Background: an optimization exercise with open tools, aiming at small area and a short achievable clock period. Do not read the settings as production practice.
Function was checked by simulation only, so behaviour that the tests miss may differ from the original.
Power and IR drop assume default switching activity.

Setup of run A:
// param_router
module param_router #(
  parameter int N_IN      = 17,
  parameter int N_OUT     = 3,
  parameter int DATA_W    = 16,
  parameter int DEPTH     = 4,
  parameter int PARITY_EN = 1
) (
  input  logic                    clk,
  input  logic                    reset,
  input  logic [N_IN*DATA_W-1:0]  in_data,
  input  logic [N_IN-1:0]         in_valid,
  output logic [N_IN-1:0]         in_ready,
  output logic [N_OUT*DATA_W-1:0] out_data,
  output logic [N_OUT-1:0]        out_valid,
  input  logic [N_OUT-1:0]        out_ready,
  output logic [N_IN-1:0]         fifo_full,
  output logic [15:0]             drop_count
);
For scale: roughly 4200 cells after synthesis, ~1400 flip-flops, about 400 I/O pins, ~0.061 mm² of cells after synthesis.
clock: 11.0 ns
lec_check: 0
cap_margin: 20
core_margin: 2
core_utilization: 50
cts_cluster_diameter: 70
cts_cluster_size: 20
slew_margin: 20
standard.sh (not shown) runs the stock make flow with config.mk's settings and CLKGATE_MAP_FILE= SYNTH_SCRIPT=/design/flow/synth_recipe.tcl, a recipe that flattens the netlist after the stock synthesis.
==> flow/flow/run.sh <==
#!/bin/bash
# Standard ORFS layout (the standard.sh, standard synthesis unchanged) with
# a tighter setup repair target and single-drive port buffers.
# ORFS writes each step's full log under orfs/logs/; make's own output goes to
# flow_make.log in the work folder.
set -euo pipefail
MARGIN=${MARGIN:-6.5}
bash standard.sh \
  SETUP_SLACK_MARGIN=$MARGIN \
  "BUFFER_PORTS_ARGS=-buffer_cell sky130_fd_sc_hd__buf_1" \
  finish > flow_make.log 2>&1
Run A did not stop at any stage, and its layout met the timing, DRC and antenna checks.
### run A -> run B
Settings: CORE_UTILIZATION: 50 -> 60.
### Flow results
- Sort run A and run B by final-layout worst hold slack, ascending, and run A comes first.
- Run B vs run A on detailed-routed wire length on met3: run B is the higher one.
- Looking at area used by multi-input combinational logic, run B sits 0.51% below run A.
- When the final numbers for run A and run B were put side by side, the slew of the pin with the lowest slew margin turned out to be greater in run A.
- Changes observed in run B relative to run A: maximum frequency shows a reduction of 1.6 MHz; design area went down 1.2%; number of filler instances in the final layout decreased by 30% relative to the old numbers; setup slack at placement fell 0.040 ns.
- On clock-pin transition on the worst setup and hold timing paths, run A tracks run B almost exactly.

* * *

== amber ==
The RTL this note starts from:
==> flow/design.v <==
module param_router #(
  parameter int N_IN      = 17,
  parameter int N_OUT     = 3,
  parameter int DATA_W    = 16,
  parameter int DEPTH     = 4,
  parameter int PARITY_EN = 1
) (
  input  logic                    clk,
  input  logic                    reset,
  input  logic [N_IN*DATA_W-1:0]  in_data,
  input  logic [N_IN-1:0]         in_valid,
  output logic [N_IN-1:0]         in_ready,
  output logic [N_OUT*DATA_W-1:0] out_data,
  output logic [N_OUT-1:0]        out_valid,
  input  logic [N_OUT-1:0]        out_ready,
  output logic [N_IN-1:0]         fifo_full,
  output logic [15:0]             drop_count
);
  localparam int IW = 5;
  localparam int SW = DATA_W - 1;    
  logic [SW-1:0]   mem    [N_IN][4];
  logic [1:0]      rd_ptr [N_IN];
  logic [1:0]      wr_ptr [N_IN];
  logic [N_IN-1:0] full;
  logic [1:0]      hcode  [N_IN];
  logic [N_IN-1:0] push, pop, drop;
  logic [SW-1:0]   head   [N_IN];
  logic [N_IN-1:0] req    [N_OUT];
  logic [N_IN-1:0] gnt    [N_OUT];
  logic [N_OUT-1:0] gnt_valid, load_en;
  logic [IW-1:0]   gnt_idx    [N_OUT];
  logic [IW-1:0]   last_grant [N_OUT];
  logic [SW-1:0]   slot       [N_OUT];
  logic [16:0]     t17, t_reg;
  logic [4:0]      dc_lo;
  logic [4:0]      dc_pl [18];
  logic [17:1]     dc_fk;
  logic [10:0]     dc_a0, dc_a1, dc_u;
  logic            dc_cy, dc_sat, dc_ones, dc_now;
  always_comb begin
    logic [DATA_W-1:0] word;
    logic bad;
    for (int i = 0; i < N_IN; i++) begin
      word         = in_data[i*DATA_W +: DATA_W];
      bad          = (&word[15:14]) | (^{word[15], word[13], word[14], word[12:0]});
      fifo_full[i] = full[i];
      in_ready[i]  = ~full[i];
      push[i]      = in_valid[i] & ~full[i] & ~bad;
      drop[i]      = in_valid[i] & ~full[i] & bad;
      head[i]      = mem[i][rd_ptr[i]];
    end
  end
  function automatic logic [15:0] tmerge(input logic [7:0] a, input logic [7:0] b,
                                         input int na, input int nb);
    logic [15:0] r;
    int y;
    r = '0;
    for (int k = 1; k <= na + nb; k++) begin
      for (int x = 0; x <= na; x++) begin
        y = k - x;
        if (y >= 0 && y <= nb)
          r[k-1] = r[k-1] | ((x == 0 ? 1'b1 : a[x-1]) & (y == 0 ? 1'b1 : b[y-1]));
      end
    end
    tmerge = r;
  endfunction
  always_comb begin
    logic [1:0]  t2 [8];
    logic [3:0]  t4 [4];
    logic [7:0]  t8 [2];
    logic [15:0] r, t16;
    for (int g = 0; g < 8; g++) begin
      r = tmerge({7'b0, drop[2*g]}, {7'b0, drop[2*g+1]}, 1, 1);
      t2[g] = r[1:0];
    end
    for (int g = 0; g < 4; g++) begin
      r = tmerge({6'b0, t2[2*g]}, {6'b0, t2[2*g+1]}, 2, 2);
      t4[g] = r[3:0];
    end
    for (int g = 0; g < 2; g++) begin
      r = tmerge({4'b0, t4[2*g]}, {4'b0, t4[2*g+1]}, 4, 4);
      t8[g] = r[7:0];
    end
    t16 = tmerge(t8[0], t8[1], 8, 8);
    t17[0] = t16[0] | drop[16];
    for (int k = 1; k < 16; k++) t17[k] = t16[k] | (t16[k-1] & drop[16]);
    t17[16] = t16[15] & drop[16];
  end
  always_comb begin
    logic oh;
    dc_lo = '0;
    dc_cy = 1'b0;
    for (int k = 0; k <= 17; k++) begin
      oh = (k == 0 ? 1'b1 : t_reg[k-1]) & (k == 17 ? 1'b1 : !t_reg[k]);
      if (oh) dc_lo = dc_lo | dc_pl[k];
    end
    for (int k = 1; k <= 17; k++) dc_cy = dc_cy | (dc_fk[k] & t_reg[k-1]);
  end
  assign dc_u       = dc_cy ? dc_a1 : dc_a0;
  assign dc_now     = dc_sat | (dc_cy & dc_ones);
  assign drop_count = {dc_u, dc_lo};
  always_ff @(posedge clk or negedge reset) begin
    if (!reset) dc_pl[0] <= '0;
    else        dc_pl[0] <= dc_lo | {5{dc_now}};
  end
  always_ff @(posedge clk) begin
    logic [5:0] s;
    for (int k = 1; k <= 17; k++) begin
      s = {1'b0, dc_lo} + 6'(k);
      dc_pl[k] <= s[4:0] | {5{dc_now | (s[5] & (&dc_u))}};
      dc_fk[k] <= (dc_lo == 5'(32 - k));
    end
  end
  always_comb begin
    logic [N_IN-1:0] mask, rh, pre_h, pre_a;
    logic [1:0] hd;
    logic any_h;
    for (int o = 0; o < N_OUT; o++) begin
      load_en[o] = ~out_valid[o] | out_ready[o];
      for (int i = 0; i < N_IN; i++) begin
        hd        = ~hcode[i];
        req[o][i] = (hd == 2'(o));
        mask[i]   = (IW'(i) > last_grant[o]);
      end
      rh    = req[o] & mask;
      any_h = |rh;
      pre_h = rh << 1;
      pre_a = req[o] << 1;
      for (int d = 1; d < N_IN; d = d * 2) begin
        pre_h = pre_h | (pre_h << d);
        pre_a = pre_a | (pre_a << d);
      end
      gnt[o]       = any_h ? (rh & ~pre_h) : (req[o] & ~pre_a);
      gnt_valid[o] = |req[o];
      gnt_idx[o]   = '0;
      for (int i = 0; i < N_IN; i++) begin
        if (gnt[o][i]) gnt_idx[o] = gnt_idx[o] | IW'(i);
      end
    end
  end
  always_comb begin
    pop = '0;
    for (int o = 0; o < N_OUT; o++) begin
      pop = pop | (gnt[o] & {N_IN{load_en[o]}});
    end
  end
  function automatic logic [1:0] ginc(input logic [1:0] g);
    ginc = {g[0], ~g[1]};
  endfunction
  always_ff @(posedge clk) begin
    for (int i = 0; i < N_IN; i++) begin
      for (int k = 0; k < 4; k++) begin
        if (!full[i] && (wr_ptr[i] == 2'(k)))
          mem[i][k] <= in_data[i*DATA_W + 1 +: SW];
      end
    end
  end
  always_ff @(posedge clk or negedge reset) begin
    logic [1:0] pin, nxt;
    logic       one;
    if (!reset) begin
      for (int i = 0; i < N_IN; i++) begin
        rd_ptr[i] <= '0;
        wr_ptr[i] <= '0;
        full[i]   <= 1'b0;
        hcode[i]  <= 2'b00;
      end
    end else begin
      for (int i = 0; i < N_IN; i++) begin
        if (pop[i])  rd_ptr[i] <= ginc(rd_ptr[i]);
        if (push[i]) wr_ptr[i] <= ginc(wr_ptr[i]);
        if (full[i])
          full[i] <= ~pop[i];
        else
          full[i] <= push[i] & ~pop[i] & (ginc(wr_ptr[i]) == rd_ptr[i]);
        pin = push[i] ? ~in_data[i*DATA_W + 14 +: 2] : 2'b00;
        nxt = ~mem[i][ginc(rd_ptr[i])][SW-1 -: 2];
        one = ~full[i] & (wr_ptr[i] == ginc(rd_ptr[i]));
        if (pop[i])
          hcode[i] <= one ? pin : nxt;
        else if (hcode[i] == 2'b00)
          hcode[i] <= pin;
      end
    end
  end
  always_comb begin
    for (int o = 0; o < N_OUT; o++) begin
      out_data[o*DATA_W +: DATA_W] = {slot[o], ^slot[o]};
    end
  end
  always_ff @(posedge clk) begin
    logic [SW-1:0] d;
    dc_a1 <= (dc_u + 11'd1) | {11{dc_now | (&dc_u)}};
    for (int o = 0; o < N_OUT; o++) begin
      if (load_en[o]) begin
        d = '0;
        for (int i = 0; i < N_IN; i++) d = d | (head[i] & {SW{gnt[o][i]}});
        slot[o] <= d;
      end
    end
  end
  always_ff @(posedge clk or negedge reset) begin
    if (!reset) begin
      out_valid <= '0;
      t_reg     <= '0;
      dc_a0     <= '0;
      dc_sat    <= 1'b0;
      dc_ones   <= 1'b0;
      for (int o = 0; o < N_OUT; o++) last_grant[o] <= IW'(N_IN - 1);
    end else begin
      t_reg   <= t17;
      dc_a0   <= dc_u | {11{dc_now}};
      dc_sat  <= dc_now;
      dc_ones <= &dc_u;
      for (int o = 0; o < N_OUT; o++) begin
        if (load_en[o]) begin
          out_valid[o] <= gnt_valid[o];
          if (gnt_valid[o]) last_grant[o] <= gnt_idx[o];
        end
      end
    end
  end
endmodule
clock: 11.0 ns
lec_check: 0
cap_margin: 20
core_margin: 2
core_utilization: 40
cts_cluster_diameter: 70
cts_cluster_size: 20
slew_margin: 20
Scripts as last shown in full above: flow/flow/run.sh
Input-level comparison between ember and amber:
diff --git a/flow/flow/run.sh b/flow/flow/run.sh
--- a/flow/flow/run.sh
+++ b/flow/flow/run.sh
@@ -6,3 +6,3 @@
 set -euo pipefail
-MARGIN=${MARGIN:-6.5}
+MARGIN=${MARGIN:-6.4}
 bash standard.sh \
diff --git a/flow/config.mk b/flow/config.mk
--- a/flow/config.mk
+++ b/flow/config.mk
@@ -13 +13,2 @@
 export SLEW_MARGIN = 20
+export TNS_END_PERCENT = 30
### Flow results
- ember went all the way through synthesis, placement and routing and the layout is clean on timing, DRC and antenna.
- Going from amber to ember, combinational share of power shrinks by 0.8 points.
- amber leaves more setup margin than ember.
- The number of clock-tree buffers in the layout in ember sits 7 below the value recorded for amber.
- On utilization: between ember and amber, it ends up lower for ember.
- Total chip power was lower in the run labelled ember.
- ember vs amber — total number of nets in the final design dropped slightly
- Looking at endpoint of the most critical setup path, the slot[1][9] result is from ember; the drop_count[7] one comes from amber.
- First-pass GRT wire length of ember falls short of that of amber slightly.

[re-timing with driven ports]
The results above use ideal ports. As a check the final layouts listed here were re-extracted and re-timed, cells and wires unchanged. Step 1 sets driving cells, clkbuf_16 on the clock port and buf_2 on the other inputs (assumed; they add their load-dependent delay and slew). Step 2 also shifts input and output timing later by t, the mid clock arrival at the registers, as if the neighbouring blocks saw the same clock. Slacks: ideal ports / drivers / drivers and shift; pairs: ideal ports / drivers.
run	t, ns	slack for setup (ns)	worst setup path after step 2	worst slew at a driven data input, ns	cell pins on the clock port's net
run A	0.798	6.283 / 6.201 / 5.582	input to register	0.13	1
run B	0.769	6.248 / 6.173 / 5.567	input to register	0.13	1
amber	0.822	6.233 / 6.147 / 5.554	input to register	0.17	1
ember	0.835	6.179 / 6.138 / 5.395	input to register	0.15	1
After both steps every run listed still meets setup and hold. For ember, which loses most, drivers alone change the setup slack by -0.041 ns; drivers and shift together by -0.784 ns.
